This is an optimization exercise on Yosys and OpenROAD, whose aim is small area, a short achievable clock period and few clock cycles, not a production implementation. RTL that was checked went through simulation tests only; none was proved equivalent to the original. The RTL of runs 1 and 2 was laid out without a check of its function. No activity file was given, so power comes from the tool's default toggle rates.

`flow/constraint.sdc`:
```
create_clock -name core_clock -period 8.0 [get_ports {clk}]
set_input_delay 1.6000 -clock core_clock [delete_from_list [all_inputs] [get_ports {clk}]]
set_output_delay 1.6000 -clock core_clock [all_outputs]
set_load 0.01 [all_outputs]
```
`flow/config.mk`:
```
export PLATFORM = sky130hd
export DESIGN_NAME = rv_core_top
export DESIGN_NICKNAME = rv_core_top
export VERILOG_FILES = /design/flow/design.v
export SDC_FILE = /design/flow/constraint.sdc
export NUM_CORES = 4
export LEC_CHECK = 0
export CAP_MARGIN = 20
export CORE_MARGIN = 2
export CORE_UTILIZATION = 40
export SLEW_MARGIN = 20
```
`flow/design.v`:
```
`timescale 1ns/100ps
`default_nettype none
package rv_pkg;
    localparam int XLEN       = 32;
    localparam int REG_ADDR_W = 5;
    localparam logic [6:0] OPC_OP     = 7'b0110011;  
    localparam logic [6:0] OPC_OP_IMM = 7'b0010011;  
    localparam logic [6:0] OPC_LOAD   = 7'b0000011;  
    localparam logic [6:0] OPC_STORE  = 7'b0100011;  
    localparam logic [6:0] OPC_BRANCH = 7'b1100011;  
endpackage
`default_nettype wire
`timescale 1ns/100ps
`default_nettype none
module reg_file (
    input  logic        clk,
    input  logic        we,
    input  logic [4:0]  rd,
    input  logic [31:0] wdata,
    input  logic [4:0]  rs1,
    input  logic [4:0]  rs2,
    output logic [31:0] rs1_data,
    output logic [31:0] rs2_data
);
    logic [31:0] regs [1:31];
    always_ff @(posedge clk) begin
        if (we) begin
            regs[rd] <= wdata;
        end
    end
    assign rs1_data = (rs1 == 5'd0) ? 32'd0 : regs[rs1];
    assign rs2_data = (rs2 == 5'd0) ? 32'd0 : regs[rs2];
endmodule
`default_nettype wire
`timescale 1ns/100ps
`timescale 1ns/100ps
`timescale 1ns/100ps
`timescale 1ns/100ps
`timescale 1ns/100ps
`timescale 1ns/100ps
`default_nettype none
module rv_core_top #(
    parameter logic [31:0] RESET_PC = '0
) (
    input  logic        clk,
    input  logic        rst,
    output logic [31:0] imem_addr,
    input  logic [31:0] imem_data,
    output logic        dmem_valid,
    output logic        dmem_write,
    output logic [31:0] dmem_addr,
    output logic [31:0] dmem_wdata,
    input  logic        dmem_ready,
    input  logic [31:0] dmem_rdata
);
    logic [31:1] pc;             
    logic        d_valid;
    logic [31:0] d_w;
    logic [31:1] d_pc;
    logic        d_pred;
    logic        e_we;           
    logic        e_ld;
    logic        e_st;
    logic        e_br;           
    logic        e_bne;
    logic        e_pred;
    logic        e_sub;
    logic [4:0]  e_rd;
    logic [31:0] e_a;            
    logic [31:0] e_b;            
    logic [31:0] e_s;            
    logic        e_fa;           
    logic        e_fb;
    logic        e_fs;
    logic [31:1] e_alt;          
    logic        m_we;
    logic        m_ld;
    logic [4:0]  m_rd;
    logic [31:0] m_alu;
    logic        p_valid;
    logic        p_write;
    logic [31:0] p_addr;
    logic [31:0] p_wdata;
    logic stall;       
    logic hz;          
    logic redirect;    
    logic [31:0] f_w;
    logic        f_pred;
    logic [31:1] f_immb;
    logic [31:1] pc_next;
    assign f_w       = imem_data;
    assign imem_addr = {pc, 1'b0};
    assign f_pred    = (f_w[6:0] == rv_pkg::OPC_BRANCH) && (f_w[14:13] == 2'b00) && f_w[31];
    assign f_immb    = {{20{f_w[31]}}, f_w[7], f_w[30:25], f_w[11:8]};
    assign pc_next   = f_pred ? (pc + f_immb) : (pc + 31'd2);
    always_ff @(posedge clk or posedge rst) begin
        if (rst) begin
            pc <= RESET_PC[31:1];
        end else if (!stall) begin
            if (redirect) begin
                pc <= e_alt;
            end else if (!hz) begin
                pc <= pc_next;
            end
        end
    end
    always_ff @(posedge clk or posedge rst) begin
        if (rst) begin
            d_valid <= 1'b0;
        end else if (!stall) begin
            if (redirect) begin
                d_valid <= 1'b0;
            end else if (!hz) begin
                d_valid <= 1'b1;
            end
        end
    end
    always_ff @(posedge clk) begin
        if (!stall && !hz) begin
            d_w    <= f_w;
            d_pc   <= pc;
            d_pred <= f_pred;
        end
    end
    logic [6:0]  opc;
    logic [4:0]  rs1, rs2, rd;
    logic        is_op, is_opi, is_ld, is_st, is_br;
    logic        use1, use2, wr;
    logic [31:0] imm;
    logic [31:0] rf1, rf2;
    logic [31:0] wb_data;
    logic [31:0] r1, r2;
    logic [31:1] alt;
    assign opc = d_w[6:0];
    assign rd  = d_w[11:7];
    assign rs1 = d_w[19:15];
    assign rs2 = d_w[24:20];
    assign is_op  = (opc == rv_pkg::OPC_OP);
    assign is_opi = (opc == rv_pkg::OPC_OP_IMM);
    assign is_ld  = (opc == rv_pkg::OPC_LOAD);
    assign is_st  = (opc == rv_pkg::OPC_STORE);
    assign is_br  = (opc == rv_pkg::OPC_BRANCH) && (d_w[14:13] == 2'b00);
    assign use1   = is_op | is_opi | is_ld | is_st | is_br;
    assign use2   = is_op | is_st | is_br;
    assign wr     = (is_op | is_opi | is_ld) && (rd != 5'd0);
    assign imm = is_st ? {{20{d_w[31]}}, d_w[31:25], d_w[11:7]}
                       : {{20{d_w[31]}}, d_w[31:20]};
    reg_file i_reg_file (
        .clk      (clk),
        .we       (m_we),
        .rd       (m_rd),
        .wdata    (wb_data),
        .rs1      (rs1),
        .rs2      (rs2),
        .rs1_data (rf1),
        .rs2_data (rf2)
    );
    assign wb_data = m_ld ? dmem_rdata : m_alu;
    assign r1 = (m_we && (m_rd == rs1)) ? wb_data : rf1;
    assign r2 = (m_we && (m_rd == rs2)) ? wb_data : rf2;
    assign alt = d_pc + (d_pred ? 31'd2
                                : {{20{d_w[31]}}, d_w[7], d_w[30:25], d_w[11:8]});
    assign hz = d_valid && e_ld && e_we
             && (((e_rd == rs1) && use1) || ((e_rd == rs2) && use2));
    always_ff @(posedge clk or posedge rst) begin
        if (rst) begin
            e_we <= 1'b0;
            e_ld <= 1'b0;
            e_st <= 1'b0;
            e_br <= 1'b0;
        end else if (!stall) begin
            if (redirect || hz || !d_valid) begin
                e_we <= 1'b0;
                e_ld <= 1'b0;
                e_st <= 1'b0;
                e_br <= 1'b0;
            end else begin
                e_we <= wr;
                e_ld <= is_ld;
                e_st <= is_st;
                e_br <= is_br;
            end
        end
    end
    always_ff @(posedge clk) begin
        if (!stall) begin
            e_bne  <= d_w[12];
            e_pred <= d_pred;
            e_sub  <= is_op && d_w[30];
            e_rd   <= rd;
            e_a    <= r1;
            e_b    <= is_op ? r2 : imm;
            e_s    <= r2;
            e_fa   <= e_we && !e_ld && (e_rd == rs1);
            e_fb   <= e_we && !e_ld && (e_rd == rs2) && is_op;
            e_fs   <= e_we && !e_ld && (e_rd == rs2);
            e_alt  <= alt;
        end
    end
    logic [31:0] x_a, x_b, x_s, x_sum;
    logic        x_taken;
    assign x_a   = e_fa ? m_alu : e_a;
    assign x_b   = e_fb ? m_alu : e_b;
    assign x_s   = e_fs ? m_alu : e_s;
    assign x_sum = e_sub ? (x_a - x_b) : (x_a + x_b);
    assign x_taken  = (x_a == x_s) != e_bne;
    assign redirect = e_br && (x_taken != e_pred);
    always_ff @(posedge clk or posedge rst) begin
        if (rst) begin
            m_we <= 1'b0;
            m_ld <= 1'b0;
        end else if (!stall) begin
            m_we <= e_we;
            m_ld <= e_ld;
        end
    end
    always_ff @(posedge clk) begin
        if (!stall) begin
            m_rd  <= e_rd;
            m_alu <= x_sum;
        end
    end
    assign stall = p_valid && !dmem_ready && (m_ld || e_ld || e_st);
    always_ff @(posedge clk or posedge rst) begin
        if (rst) begin
            p_valid <= 1'b0;
        end else if (!stall && (e_ld || e_st)) begin
            p_valid <= 1'b1;
        end else if (dmem_ready) begin
            p_valid <= 1'b0;
        end
    end
    always_ff @(posedge clk) begin
        if (!stall && (e_ld || e_st)) begin
            p_write <= e_st;
            p_addr  <= x_sum;
            p_wdata <= x_s;
        end
    end
    assign dmem_valid = p_valid;
    assign dmem_write = p_write;
    assign dmem_addr  = p_addr;
    assign dmem_wdata = p_wdata;
endmodule
`default_nettype wire
```
`flow/run.sh`:
```
#!/bin/bash
# synth_recipe.tcl (not shown) runs the flow's synth.tcl, then flattens the netlist and writes it again
# the make line also repeats each setting of config.mk as NAME=value (left out here)
make -C /OpenROAD-flow-scripts/flow DESIGN_CONFIG=/design/flow/config.mk WORK_HOME=/design/flow/orfs CLKGATE_MAP_FILE= SYNTH_SCRIPT=/design/flow/synth_recipe.tcl finish
```
==> results of run 1 <==
[state kept, by name, summed over array words and instances (netlist names), 5 cells and up, named ones only]
register,count
e_b,32
pc,31
p_wdata,32
e_rd,5
d_pc,31
m_rd,5
e_alt,31
e_a,32
i_reg_file.regs,992
e_s,32
m_alu,32
d_w,32
p_addr,32
[kinds of logic after synthesis]
| family | count (synthesis) | share of synthesized area (%) |
|---|---|---|
| other | 1 | 0.005565 |
| AOI/OAI and AO/OA | 730 | 7.152 |
| adders and majority gates | 96 | 1.816 |
| buffers and inverters | 412 | 2.454 |
| xor gates and xnor gates | 182 | 2.365 |
| DFF | 1345 | 59.49 |
| muxes | 789 | 22.06 |
| and+or+nand+nor | 691 | 4.656 |
[layer usage]
layer / GRT usage [%] / up-vias / share of wire, %
li1: - / 17490 / -
met2: 36.43 / 1753 / 48
met5: 0 / - / 0.014
met4: 8.158 / 4 / 3.6
met3: 3.659 / 322 / 7.2
met1: 30.66 / 21340 / 41
[final timing paths]
path,startpoint,to,slack (ns)
worst max-delay path,e_fb$_DFFE_PN_,m_alu[30]$_DFFE_PN_,2.18
worst max register to register,e_fb$_DFFE_PN_,m_alu[30]$_DFFE_PN_,2.18
worst min-delay path,d_w[12]$_DFFE_PP_,e_bne$_DFFE_PN_,0.44
max in group asynchronous,rst,m_ld$_DFFE_PP0N_,5.95
worst min register to register,d_w[12]$_DFFE_PP_,e_bne$_DFFE_PN_,0.44
min in group asynchronous,rst,pc[29]$_DFFE_PP0P_,1.37
[layout make-up]
class / count / share of cell area (%)
inverter: 124 / 0.6208
multi-input combinational: 2489 / 33.92
sequential: 1345 / 52.53
tap: 2204 / 3.610
clock buffer: 176 / 4.956
clock inverter: 87 / 1.256
timing repair buffer: 250 / 3.105
[placed cells by master, fill, tap and decap left out, types with 71 or more instances in the layout]
cell                n
ha_1               93
clkdlybuf4s50_1   163
xor2_1             71
xnor2_1           111
buf_4              80
inv_1             119
mux2i_1           210
clkbuf_16         146
o21ai_0           148
nor2_1            237
a211oi_1           85
edfxtp_1         1296
a21oi_1           162
mux4_2            554
nand2_1           183
[metrics by stage]
stage	cells	power, mW
6_report	6675	19.00
5_1_grt	6675	19.69
4_1_cts	6675	19.08
3_5_place_dp	6412	12.36
3_3_place_gp	6412	12.32
2_1_floorplan	4246	11.16
[power by group through the flow]
stage          Sequential, mW  Clock [mW]  Combinational, mW
6_report                 9.21        6.74               3.05
5_1_grt                  9.25        7.11               3.33
4_1_cts                  9.20        6.85               3.03
3_5_place_dp             9.34           0               3.02
3_3_place_gp             9.34           0               2.98
2_1_floorplan            9.04           0               2.11
==> run summary, run 1 <==
chip width just over 400 um; area growth from synthesis to layout 13.35%; final WL 195700 um; clock sink count 1345; clock latency (worst-skew pair) 0.81 ns; Post CTS Setup Buffer Count 0; clock buffer depth 3; ratio of final minimum period to clock period 72.78%; clock slew at reported path FFs 0.06 ns; Setup crit start kind register; Multi-input gate area 25910 sq um; hold path cells 0; Row Count 150; Post-Syn Instances ~4200; fraction of layout cells with a size suffix above 1 a little over a fifth; Levels on crit path 17; die area 171800 sq um; num ports 165; fin util 45.68%; DR iter-0 viols 4416; part of the power in the clock network 35.5%; Synth async-reset ratio 2.900%; WHS 0.4399 ns; syn nets 4409; GR Overflow Total 0; DRC errors left 0; worst path required time 8.53 ns; Worst EP arrival 6.35 ns; Yosys cell types 86; register area share after synthesis 59.49%; Max Fclk 171.7 MHz; core footprint 167200 sq um; CP most frequent cell a21oi_1; CTS Root Cell clkbuf_16; Fin. Hold Viols 0; sw power about 5.3 mW; antenna-violating nets left 0; cells on worst reg2reg path 17; TNS Setup 0 ns; Area after DPL 71640 sq um; pre-CTS setup slack 2.197 ns; crit path kind register to register; final setup violation count 0; nets approximately 4500; Max IR drop VDD 0.2759 mV; top-count cell post-synth edfxtp_1; global placer's final weighted congestion 0.8935; crit path buf inv count 1; Synth top area share 57.75%; Yosys warnings 2; Pins Over Slew Limit 0; FF/Latch Area 40130 sq um; vias per inst slightly above 6; hpwl dp 120400 um; Initial Util 40.30%; worst-path maximum fanout 74; list of most frequent post-synthesis cells edfxtp_1 (1296), mux4_2 (554), nor2_1 (270), mux2i_1 (210), nand2_1 (184); # port buffers between 150 and 200; Yosys reg bits roughly 1300; Pleak 25.04 nW; CP delay by family, top compound AO/OA/AOI/OAI gates; normalized max-slew margin 27.40%; syn_area_per_cell 15.87 sq um; via count 40900; sequential share of power 48.5%; # fillers 14350; Avg WL per Cell 29.32 um; crit-path max cell delay 0.73 ns; sw frac 27.83%; final instance area approximately 76000 sq um; Num CTS Buffers about 140; Int Pwr 13.71 mW; Mapped Area 67390 sq um; Tot GR Track Use between 20% and 30%; Yosys top cell by area edfxtp_1; Final min period around 5.8 ns; first-pass GRT wire length roughly 280000 um; part of the power in combinational logic 16.0%; clk_skew about 0.041 ns; number of global-route vias before repair 40340; initial antenna violation count 6; RSZ-0062 raised after global routing false; DRT Pass-1 Iters 6; PnR worst setup slack 2.177 ns; Die Span Y 414.5 um; # Max-Cap Violations 0; Worst setup EP type register; Hold Crit Class register to register; Post-synth EDFFs 1296; slowest cell on the critical path edfxtp_1; status finished clean; H-tree Lvls 4; P per Cell Area ~250 nW/um^2; CTS tree yes; number of hold buffers added after cts 0; # diodes 0; Synth area leaders edfxtp_1 (58%), mux4_2 (19%), mux2i_1 (3.1%); crit-path cells buf_4, a21oi_1, o41ai_1, o21a_1, nor2b_1, nor2_1, xor2_1, ha_1, a21o_1, a21oi_1, nand2b_1, a311oi_1, o31ai_1, a211oi_1, o21ai_0, a21oi_1, xnor2_1; pin count of the biggest net entering global routing between 100 and 150; top_reg_cell synth edfxtp_1; worst-margin pin slew 1.059 ns; Resized cells post-CTS 0
==> inputs of run 2 (changes only) <==
--- a/flow/design.v
+++ b/flow/design.v
@@ -25,9 +25,20 @@
     logic [31:0] regs [1:31];
-    always_ff @(posedge clk) begin
-        if (we) begin
-            regs[rd] <= wdata;
-        end
-    end
-    assign rs1_data = (rs1 == 5'd0) ? 32'd0 : regs[rs1];
-    assign rs2_data = (rs2 == 5'd0) ? 32'd0 : regs[rs2];
+    logic [31:1] sel1, sel2;
+    for (genvar k = 1; k < 32; k++) begin : g_reg
+        always_ff @(posedge clk) begin
+            if (we && (rd == k)) begin
+                regs[k] <= wdata;
+            end
+        end
+        assign sel1[k] = (rs1 == k);
+        assign sel2[k] = (rs2 == k);
+    end
+    always_comb begin
+        rs1_data = '0;
+        rs2_data = '0;
+        for (int k = 1; k < 32; k++) begin
+            rs1_data = rs1_data | ({32{sel1[k]}} & regs[k]);
+            rs2_data = rs2_data | ({32{sel2[k]}} & regs[k]);
+        end
+    end
 endmodule
@@ -58,3 +69,3 @@
     logic [31:0] d_w;
-    logic [31:1] d_pc;
+    logic [31:1] d_alt;          
     logic        d_pred;
@@ -74,3 +85,4 @@
     logic        e_fs;
-    logic [31:1] e_alt;          
+    logic        e_off4;         
+    logic        e_off8;         
     logic        m_we;
@@ -86,2 +98,3 @@
     logic redirect;    
+    logic kill;        
     logic [31:0] f_w;
@@ -89,2 +102,4 @@
     logic [31:1] f_immb;
+    logic [31:1] f_p4;
+    logic [31:1] f_tgt;
     logic [31:1] pc_next;
@@ -94,3 +109,5 @@
     assign f_immb    = {{20{f_w[31]}}, f_w[7], f_w[30:25], f_w[11:8]};
-    assign pc_next   = f_pred ? (pc + f_immb) : (pc + 31'd2);
+    assign f_p4      = pc + 31'd2;
+    assign f_tgt     = pc + f_immb;
+    assign pc_next   = f_pred ? f_tgt : f_p4;
     always_ff @(posedge clk or posedge rst) begin
@@ -100,3 +117,3 @@
             if (redirect) begin
-                pc <= e_alt;
+                pc <= e_b[31:1];
             end else if (!hz) begin
@@ -120,3 +137,3 @@
             d_w    <= f_w;
-            d_pc   <= pc;
+            d_alt  <= f_pred ? f_p4 : f_tgt;
             d_pred <= f_pred;
@@ -132,3 +149,2 @@
     logic [31:0] r1, r2;
-    logic [31:1] alt;
     assign opc = d_w[6:0];
@@ -160,4 +176,2 @@
     assign r2 = (m_we && (m_rd == rs2)) ? wb_data : rf2;
-    assign alt = d_pc + (d_pred ? 31'd2
-                                : {{20{d_w[31]}}, d_w[7], d_w[30:25], d_w[11:8]});
     assign hz = d_valid && e_ld && e_we
@@ -171,3 +185,3 @@
         end else if (!stall) begin
-            if (redirect || hz || !d_valid) begin
+            if (redirect || kill || hz || !d_valid) begin
                 e_we <= 1'b0;
@@ -191,3 +205,3 @@
             e_a    <= r1;
-            e_b    <= is_op ? r2 : imm;
+            e_b    <= is_br ? {d_alt, 1'b0} : (is_op ? r2 : imm);
             e_s    <= r2;
@@ -196,3 +210,4 @@
             e_fs   <= e_we && !e_ld && (e_rd == rs2);
-            e_alt  <= alt;
+            e_off4 <= (d_w[31] == 1'b0) && (d_w[7] == 1'b0) && (d_w[30:25] == 6'd0) && (d_w[11:8] == 4'd2);
+            e_off8 <= (d_w[31] == 1'b0) && (d_w[7] == 1'b0) && (d_w[30:25] == 6'd0) && (d_w[11:8] == 4'd4);
         end
@@ -206,3 +221,4 @@
     assign x_taken  = (x_a == x_s) != e_bne;
-    assign redirect = e_br && (x_taken != e_pred);
+    assign kill     = e_br && x_taken && e_off8 && d_valid && !d_pred;
+    assign redirect = e_br && (x_taken != e_pred) && !(x_taken && e_off4) && !kill;
     always_ff @(posedge clk or posedge rst) begin
--- a/flow/config.mk
+++ b/flow/config.mk
@@ -7,2 +7,3 @@
 export LEC_CHECK = 0
+export ABC_CLOCK_PERIOD_IN_PS = 2800
 export CAP_MARGIN = 20
@@ -10,2 +11,3 @@
 export CORE_UTILIZATION = 40
+export SETUP_SLACK_MARGIN = 5
 export SLEW_MARGIN = 20
==> run 2 against run 1 <==
Effect of this change: largest cell class unchanged; clock skew hardly changed; combinational power is 35% higher; critical path type unchanged; core utilization is 7.1 points higher.
==> run summary, run 2 <==
status finished clean; TNS Setup 0 ns (unchanged); register area share after synthesis 64.50% (+5.0 points); worst-margin pin slew 1.394 ns (+0.3352 ns); Initial Util 40.35% (+0.046 points); Post-Syn Instances 4574 (+7.7%); Yosys warnings 3 (+1); normalized max-slew margin 6.652% (-21 points); Synth area leaders edfxtp_1 (63%), a22oi_1 (5.6%), a221oi_1 (3.7%); fin util 52.80% (+7.1 points); pin count of the biggest net entering global routing 98 (-20%); Synth async-reset ratio 2.986% (+0.087 points); top-count cell post-synth edfxtp_1; # fillers 12230 (-15%); die area 154400 sq um (-10%); H-tree Lvls 4 (unchanged); Synth top area share 62.89% (+5.1 points); # port buffers 163 (unchanged); Area after DPL 65970 sq um (-7.9%); clock buffer depth 3 (unchanged); Num CTS Buffers 140 (-2.8%); CTS tree yes; initial antenna violation count 15 (+9); syn nets 4706 (+6.7%); Pleak 26.94 nW (+7.6%); clock latency (worst-skew pair) 0.84 ns (+0.03 ns); syn_area_per_cell 13.23 sq um (-17%); DRC errors left 0 (unchanged); Global Route met3 Usage 17.65% (+14 points); number of global-route vias before repair 49370 (+22%); first-pass GRT wire length 403700 um (+43%); Die Span Y 392.9 um (-5.2%); global placer's final weighted congestion 0.9984 (+12%); top_reg_cell synth edfxtp_1; worst r2r src e_fb$_DFFE_PN_; final WL 310600 um (+59%); Worst setup EP type register; M1 GR Usage 44.26% (+14 points); worst setup path startpoint e_fb$_DFFE_PN_; sequential share of power 45.4% (-3.1 points); chip width 392.9 um (-5.2%); num ports 165 (unchanged); Mapped Area 60500 sq um (-10%); P per Cell Area 250.1 nW/um^2 (+0.58%); DR iter-0 viols 11020 (+150%); area growth from synthesis to layout 30.87%; fraction of layout cells with a size suffix above 1 29.96% (+8.9 points); clock sink count 1306 (-2.9%); Max Fclk 236.9 MHz (+38%); GR Overflow Total 0 (unchanged); number of hold buffers added after cts 0 (unchanged); ratio of final minimum period to clock period 52.77% (-20 points); CTS Root Cell clkbuf_16; Setup crit start kind register; antenna-violating nets left 0 (unchanged); Max IR drop VDD 0.2350 mV (-15%); Row Count 142 (-5.3%); GR peak layer met2; Tot GR Track Use 38.20% (+16 points); # Max-Cap Violations 0 (unchanged); worst path required time 8.57 ns (+0.04 ns); Yosys reg bits 1306 (-2.9%); Avg WL per Cell 42.06 um (+43%); Pins Over Slew Limit 0 (unchanged); worst-path maximum fanout 8 (-89%); hpwl dp 170200 um (+41%); list of most frequent post-synthesis cells edfxtp_1 (1267), a22oi_1 (448), nand2_1 (312), a221oi_1 (253), clkbuf_1 (239); part of the power in the clock network 33.8% (-1.7 points); Hold Crit Class register to register; RSZ-0062 raised after global routing true; vias per inst 7.379 (+20%); Final min period 4.222 ns (-1.601 ns); Worst Min Path Start d_pred$_DFFE_PP_; sw power 5.931 mW (+12%); commonest non-fill, non-tap cell in the layout edfxtp_1; Worst EP arrival 4.79 ns (-1.56 ns); clk_skew 0.04180 ns (+0.0004283 ns); Fin. Hold Viols 0 (unchanged); Yosys cell types 76 (-12%); crit path kind register to register; final setup violation count 0 (unchanged); core footprint 150000 sq um (-10%); Int Pwr 13.87 mW (+1.2%); nets 5366 (+19%); Yosys top cell by area edfxtp_1; final instance area 79180 sq um (+3.7%); DRT Pass-1 Iters 14 (+8); part of the power in combinational logic 20.7% (+4.7 points); max reg flops 992 (unchanged); clock slew at reported path FFs 0.06 ns (about the same); most frequent cells in the layout edfxtp_1 (1267), a22oi_1 (426), buf_4 (369); Largest Register i_reg_file.regs; via count 54500 (+33%); sw frac 29.95% (+2.1 points); GRT met2 Usage 54.38% (+18 points); Post-synth EDFFs 1267 (-2.2%)
==> run 2: cell types whose count changed after synthesis, moves of 87 or more <==
cell,change
a221oi_1,+230
a22o_1,+227
a22oi_1,+444
mux2i_1,-129
mux4_2,-554
nand2_1,+128
nand4_1,+113
nor2_1,-87
==> run 2: what timing repair did <==
action,CTS,global route
gates cloned,21,14
pin swaps,176,241
buffers inserted,321,150
setup endpoints to repair,873,928
hold endpoints to repair,0,0
resized for setup,948,411
==> run 2: final timing paths <==
kind | to | slack [ns] | cells after the start
min | e_pred$_DFFE_PN_ | 0.46 | 0
min in group asynchronous | pc[18]$_DFFE_PP0P_ | 1.35 | 2
max reg2reg | p_addr[28]$_DFFE_PP_ | 3.78 | 19
max in group asynchronous | m_ld$_DFFE_PP0N_ | 5.97 | 2
max | p_addr[28]$_DFFE_PP_ | 3.78 | 19
min reg2reg | e_pred$_DFFE_PN_ | 0.46 | 0
==> run 2: power groups by stage <==
| stage | Combinational (mW) | Clock (mW) | Sequential [mW] |
|---|---|---|---|
| after CTS | 3.51 | 6.67 | 8.97 |
| final | 4.11 | 6.70 | 9.00 |
| after detailed placement | 2.92 | 0 | 9.16 |
| after floorplan | 1.78 | 0 | 8.91 |
| after global placement | 2.89 | 0 | 9.17 |
| after global routing | 4.24 | 6.95 | 9.01 |
==> run 2: per-stage QoR <==
stage / std cells / total power [mW] / hold slack [ns] / setup WS (ns)
6_report: 7385 / 19.80 / 0.4552 / 3.778
5_1_grt: 7365 / 20.19 / 0.4634 / 3.632
3_5_place_dp: 6602 / 12.09 / 0.4371 / 2.653
2_1_floorplan: 4574 / 10.69 / 0.4003 / 3.516
3_3_place_gp: 6599 / 12.06 / 0.4375 / 2.765
4_1_cts: 7196 / 19.16 / 0.4509 / 3.838
==> run 2: cell type report <==
| cell class | instances | area [sq um] | share of cell area (%) |
|---|---|---|---|
| sequential | 1306 | 39060 | 49.33 |
| multi-input combinational | 2849 | 23780 | 30.03 |
| timing repair buffer | 811 | 8543 | 10.79 |
| clock buffer | 165 | 3692 | 4.663 |
| tap | 2016 | 2522 | 3.186 |
| clock inverter | 87 | 959.7 | 1.212 |
| inverter | 118 | 508.0 | 0.6416 |
| antenna | 25 | 62.56 | 0.07901 |
| timing repair inverter | 8 | 51.30 | 0.06479 |
==> run 2: cells by family after synthesis <==
group                      share of synthesized area [%]
buffers and inverters                              2.779
DFF                                                64.50
muxes                                              2.103
xor gates and xnor gates                           2.416
and+or+nand+nor                                    7.604
AOI/OAI and AO/OA                                  19.22
adders and majority gates                          1.369
other                                           0.006198
==> run 2: metal layers <==
metal,wire [um],share of wire (%)
met1,97640,31
met5,792,0.26
met2,125700,40
met3,53680,17
met4,32770,11
==> run 2: worst max-delay path: stages, from the launching register on <==
cell      delay [ns]
edfxtp_1        0.42
buf_6           0.15
buf_12          0.13
o32ai_4         0.22
o211ai_1        0.20
buf_4           0.19
buf_6           0.11
nor2_4          0.09
nor2_1          0.05
xor2_1          0.16
ha_1            0.37
a21o_1          0.19
a21o_1          0.20
o31a_1          0.34
a221oi_4        0.30
buf_12          0.16
o311ai_4        0.11
a31o_2          0.27
a21o_1          0.16
xor2_1          0.15
==> inputs of run 3 (changes only) <==
--- a/flow/design.v
+++ b/flow/design.v
@@ -49,2 +49,35 @@
 `timescale 1ns/100ps
+`default_nettype none
+module fast_add #(
+    parameter int W = 32
+) (
+    input  logic [W-1:0] a,
+    input  logic [W-1:0] b,
+    input  logic         cin,
+    output logic [W-1:0] sum
+);
+    localparam int L = (W > 32) ? 6 : (W > 16) ? 5 : (W > 8) ? 4 : (W > 4) ? 3 : (W > 2) ? 2 : 1;
+    logic [W-1:0] g [L+1];
+    logic [W-1:0] p [L+1];
+    logic [W:0]   c;
+    assign g[0] = a & b;
+    assign p[0] = a ^ b;
+    for (genvar l = 0; l < L; l++) begin : g_lvl
+        for (genvar i = 0; i < W; i++) begin : g_bit
+            if (i >= (1 << l)) begin : g_op
+                assign g[l+1][i] = g[l][i] | (p[l][i] & g[l][i-(1<<l)]);
+                assign p[l+1][i] = p[l][i] & p[l][i-(1<<l)];
+            end else begin : g_pass
+                assign g[l+1][i] = g[l][i];
+                assign p[l+1][i] = p[l][i];
+            end
+        end
+    end
+    assign c[0] = cin;
+    for (genvar i = 0; i < W; i++) begin : g_c
+        assign c[i+1] = g[L][i] | (p[L][i] & cin);
+    end
+    assign sum = p[0] ^ c[W-1:0];
+endmodule
+`default_nettype wire
 `timescale 1ns/100ps
@@ -85,6 +118,3 @@
     logic        e_fs;
-    logic        e_off4;         
-    logic        e_off8;         
     logic        m_we;
-    logic        m_ld;
     logic [4:0]  m_rd;
@@ -93,2 +123,4 @@
     logic        p_write;
+    logic        p_we;           
+    logic [4:0]  p_rd;
     logic [31:0] p_addr;
@@ -98,3 +130,2 @@
     logic redirect;    
-    logic kill;        
     logic [31:0] f_w;
@@ -107,3 +138,4 @@
     assign imem_addr = {pc, 1'b0};
-    assign f_pred    = (f_w[6:0] == rv_pkg::OPC_BRANCH) && (f_w[14:13] == 2'b00) && f_w[31];
+    assign f_pred    = (f_w[6:0] == rv_pkg::OPC_BRANCH) && (f_w[14:13] == 2'b00)
+                    && (f_w[31] || (f_w[12] != (f_w[19:15] == f_w[24:20])));
     assign f_immb    = {{20{f_w[31]}}, f_w[7], f_w[30:25], f_w[11:8]};
@@ -163,6 +195,17 @@
                        : {{20{d_w[31]}}, d_w[31:20]};
+    logic        lw;       
+    logic        lcw;      
+    logic        w_sel_p;
+    logic        w_en;
+    logic [4:0]  w_rd;
+    assign lw      = p_valid && !p_write && p_we;
+    assign lcw     = lw && dmem_ready;
+    assign w_sel_p = lcw || !m_we;
+    assign w_en    = m_we || lw;
+    assign w_rd    = w_sel_p ? p_rd : m_rd;
+    assign wb_data = w_sel_p ? dmem_rdata : m_alu;
     reg_file i_reg_file (
         .clk      (clk),
-        .we       (m_we),
-        .rd       (m_rd),
+        .we       (w_en),
+        .rd       (w_rd),
         .wdata    (wb_data),
@@ -173,7 +216,9 @@
     );
-    assign wb_data = m_ld ? dmem_rdata : m_alu;
-    assign r1 = (m_we && (m_rd == rs1)) ? wb_data : rf1;
-    assign r2 = (m_we && (m_rd == rs2)) ? wb_data : rf2;
-    assign hz = d_valid && e_ld && e_we
-             && (((e_rd == rs1) && use1) || ((e_rd == rs2) && use2));
+    assign r1 = (lw && (p_rd == rs1)) ? dmem_rdata : (m_we && (m_rd == rs1)) ? m_alu : rf1;
+    assign r2 = (lw && (p_rd == rs2)) ? dmem_rdata : (m_we && (m_rd == rs2)) ? m_alu : rf2;
+    assign hz = d_valid && (
+                   (e_ld && e_we
+                    && (((e_rd == rs1) && use1) || ((e_rd == rs2) && use2) || ((e_rd == rd) && wr)))
+                || (lw && !dmem_ready
+                    && (((p_rd == rs1) && use1) || ((p_rd == rs2) && use2) || ((p_rd == rd) && wr))));
     always_ff @(posedge clk or posedge rst) begin
@@ -185,3 +230,3 @@
         end else if (!stall) begin
-            if (redirect || kill || hz || !d_valid) begin
+            if (redirect || hz || !d_valid) begin
                 e_we <= 1'b0;
@@ -210,4 +255,2 @@
             e_fs   <= e_we && !e_ld && (e_rd == rs2);
-            e_off4 <= (d_w[31] == 1'b0) && (d_w[7] == 1'b0) && (d_w[30:25] == 6'd0) && (d_w[11:8] == 4'd2);
-            e_off8 <= (d_w[31] == 1'b0) && (d_w[7] == 1'b0) && (d_w[30:25] == 6'd0) && (d_w[11:8] == 4'd4);
         end
@@ -219,6 +262,22 @@
     assign x_s   = e_fs ? m_alu : e_s;
-    assign x_sum = e_sub ? (x_a - x_b) : (x_a + x_b);
-    assign x_taken  = (x_a == x_s) != e_bne;
-    assign kill     = e_br && x_taken && e_off8 && d_valid && !d_pred;
-    assign redirect = e_br && (x_taken != e_pred) && !(x_taken && e_off4) && !kill;
+    fast_add #(.W(32)) i_alu_add (
+        .a   (x_a),
+        .b   (x_b ^ {32{e_sub}}),
+        .cin (e_sub),
+        .sum (x_sum)
+    );
+    logic eq_as, eq_ms, eq_am, x_eq;
+    assign eq_as = (e_a == e_s);
+    assign eq_ms = (m_alu == e_s);
+    assign eq_am = (e_a == m_alu);
+    always_comb begin
+        case ({e_fa, e_fs})
+            2'b00:   x_eq = eq_as;
+            2'b10:   x_eq = eq_ms;
+            2'b01:   x_eq = eq_am;
+            default: x_eq = 1'b1;
+        endcase
+    end
+    assign x_taken  = x_eq != e_bne;
+    assign redirect = e_br && (x_taken != e_pred);
     always_ff @(posedge clk or posedge rst) begin
@@ -226,6 +285,4 @@
             m_we <= 1'b0;
-            m_ld <= 1'b0;
         end else if (!stall) begin
-            m_we <= e_we;
-            m_ld <= e_ld;
+            m_we <= e_we && !e_ld;
         end
@@ -238,3 +295,3 @@
     end
-    assign stall = p_valid && !dmem_ready && (m_ld || e_ld || e_st);
+    assign stall = (p_valid && !dmem_ready && (e_ld || e_st)) || (lcw && m_we);
     always_ff @(posedge clk or posedge rst) begin
@@ -251,2 +308,4 @@
             p_write <= e_st;
+            p_we    <= e_we;
+            p_rd    <= e_rd;
             p_addr  <= x_sum;
--- a/flow/config.mk
+++ b/flow/config.mk
@@ -10,3 +10,5 @@
 export CORE_MARGIN = 2
-export CORE_UTILIZATION = 40
+export CORE_UTILIZATION = 65
+export CTS_BUF_LIST = sky130_fd_sc_hd__clkbuf_4 sky130_fd_sc_hd__clkbuf_8
+export CTS_CLUSTER_SIZE = 30
 export SETUP_SLACK_MARGIN = 5
==> run 3 against run 2 <==
Effect of this change: the run now fails in global routing (5_1_grt); synthesized area increased by 1.6%; synthesized cell count increased by 4.4%.
==> run summary, run 3 <==
Post-Syn Instances 4773 (+4.4%); pin count of the biggest net entering global routing just over 70; number of hold buffers added after cts 0 (unchanged); CTS Root Cell clkbuf_8; H-tree Lvls 4 (unchanged); Initial Util 65.78% (+25 points); clock sink count 1309 (+0.23%); status aborted with a tool error; num ports 165 (unchanged); stop err [ERROR GRT-0232] Routing congestion too high. Check the congestion heatmap in the GUI.; worst endpoint pin kind register data pin; Yosys warnings 6 (+3); Die Span Y 311.6 um (-21%); chip width 311.6 um (-21%); Post-synth EDFFs 1271 (+0.32%); pre-CTS setup slack 1.990 ns (-0.6631 ns); Num CTS Buffers 202 (+44%); top-count cell post-synth edfxtp_1; clock buffer depth 3 (unchanged); register area share after synthesis 63.62% (-0.88 points); # port buffers 163 (unchanged); hpwl dp 165800 um (-2.6%); list of most frequent post-synthesis cells edfxtp_1 (1271), a22oi_1 (572), nand2_1 (361), clkbuf_1 (299), nor2_1 (237); Tot GR Track Use 77.59%; syn nets 4903 (+4.2%); top_reg_cell synth edfxtp_1; Area after DPL 65800 sq um (-0.26%); Mapped Area 61490 sq um (+1.6%); Yosys reg bits 1309 (+0.23%); Worst endpoint, post-GRT repair m_alu[31]$_DFFE_PN_/D; Yosys top cell by area edfxtp_1; Synth top area share 62.07% (-0.81 points); Row Count 112 (-21%); Stop stage global routing (5_1_grt); GR Overflow Total 3; Yosys cell types 86 (+13%); Synth async-reset ratio 2.903% (-0.083 points); placed insts 5993 (-9.2%); syn_area_per_cell 12.88 sq um (-2.6%); Synth area leaders edfxtp_1 (62%), a22oi_1 (7.0%), nand2_1 (2.2%); global placer's final weighted congestion 1.023 (+2.4%)
## run 3: cell types whose count changed after synthesis, sizes merged, moves of 48 or more
| cell | previous run | this run |
|---|---|---|
| and3 | 50 | 110 |
| nand2 | 312 | 361 |
| nand3 | 62 | 160 |
| inv | 117 | 62 |
| nand4 | 128 | 80 |
| clkbuf | 239 | 299 |
| nor2 | 185 | 237 |
| a22oi | 448 | 572 |
| a221oi | 253 | 132 |
| a21oi | 160 | 77 |
| a22o | 227 | 134 |
## run 3: worst max-delay path by stage
| stage | startpoint | end | slack, ns | depth (start not counted) |
|---|---|---|---|---|
| floorplan | dmem_ready | pc[11]$_DFFE_PP0P_ | 2.35 | 9 |
| global placement | dmem_ready | pc[26]$_DFFE_PP0P_ | 2.08 | 9 |
| detailed placement | dmem_ready | pc[2]$_DFFE_PP0P_ | 1.99 | 9 |
| CTS | e_fb$_DFFE_PN_ | m_alu[31]$_DFFE_PN_ | 4.43 | 12 |
## run 3: through the flow
step	util (%)	hold WS (ns)	total power [mW]
2_1_floorplan	-	0.4003	9.558
3_3_place_gp	70.33	0.4157	10.69
3_5_place_dp	70.40	0.4077	10.71
4_1_cts	81.20	0.4356	16.72
## run 3: power groups by stage
stage	registers [mW]	logic, mW	clock network (mW)
after detailed placement	8.52	2.19	0
after CTS	8.28	2.73	5.70
after global placement	8.52	2.17	0
after floorplan	8.16	1.40	0
## run 3: what timing repair did
action                                 4_1_cts
pin swaps                                  192
setup buffers                              335
setup endpoints to repair                 2292
gates resized for setup                   1116
gates cloned                                34
endpoints found under the hold margin        0
## run 3: cell families after synthesis
| family | share of synthesized area [%] |
|---|---|
| other | 0.006099 |
| AOI/OAI and AO/OA | 17.35 |
| and+or+nand+nor | 9.417 |
| muxes | 2.708 |
| DFF | 63.62 |
| adders and majority gates | 1.294 |
| xor gates and xnor gates | 2.991 |
| buffers and inverters | 2.619 |
## run 3: metal layers
layer	GRT overflow	global-route usage, %
met5	0	47.83
met4	2	72.21
met3	0	68.63
met2	1	89.49
met1	0	78.01
Testbench counts of run 3, summed over its fixed seeds: cycles 32,981.

-- separate check: timing with driven ports --
How much do the figures lean on ideal ports? The routed layouts below were timed once more, with nothing changed but the port constraints.
Step 1 (the two cells are an assumption about what drives the block):
set clk [get_ports {clk}]
set_driving_cell -lib_cell sky130_fd_sc_hd__clkbuf_16 $clk
set_driving_cell -lib_cell sky130_fd_sc_hd__buf_2 [delete_from_list [all_inputs] $clk]
Step 2 adds t to the input delays and takes it off the output delays; t is the mean of the earliest and latest rising clock arrival at the registers after step 1. Input paths then give back, and output paths get back, about the clock's delay inside the block.
Three values: ideal, step 1, step 2; two values: the first two.
run | shift t [ns] | setup slack, ns | worst register clock-pin slew, ns | pins driven straight from the clock port
run 1 | 0.869 | 2.177 / 2.177 / 2.177 | 0.07 / 0.07 | 1
run 2 | 0.897 | 3.778 / 3.778 / 3.649 | 0.07 / 0.07 | 1
After both steps every run listed still meets setup and hold. For run 2, which loses most, drivers alone change the setup slack by 0.000 ns; drivers and shift together by -0.129 ns.
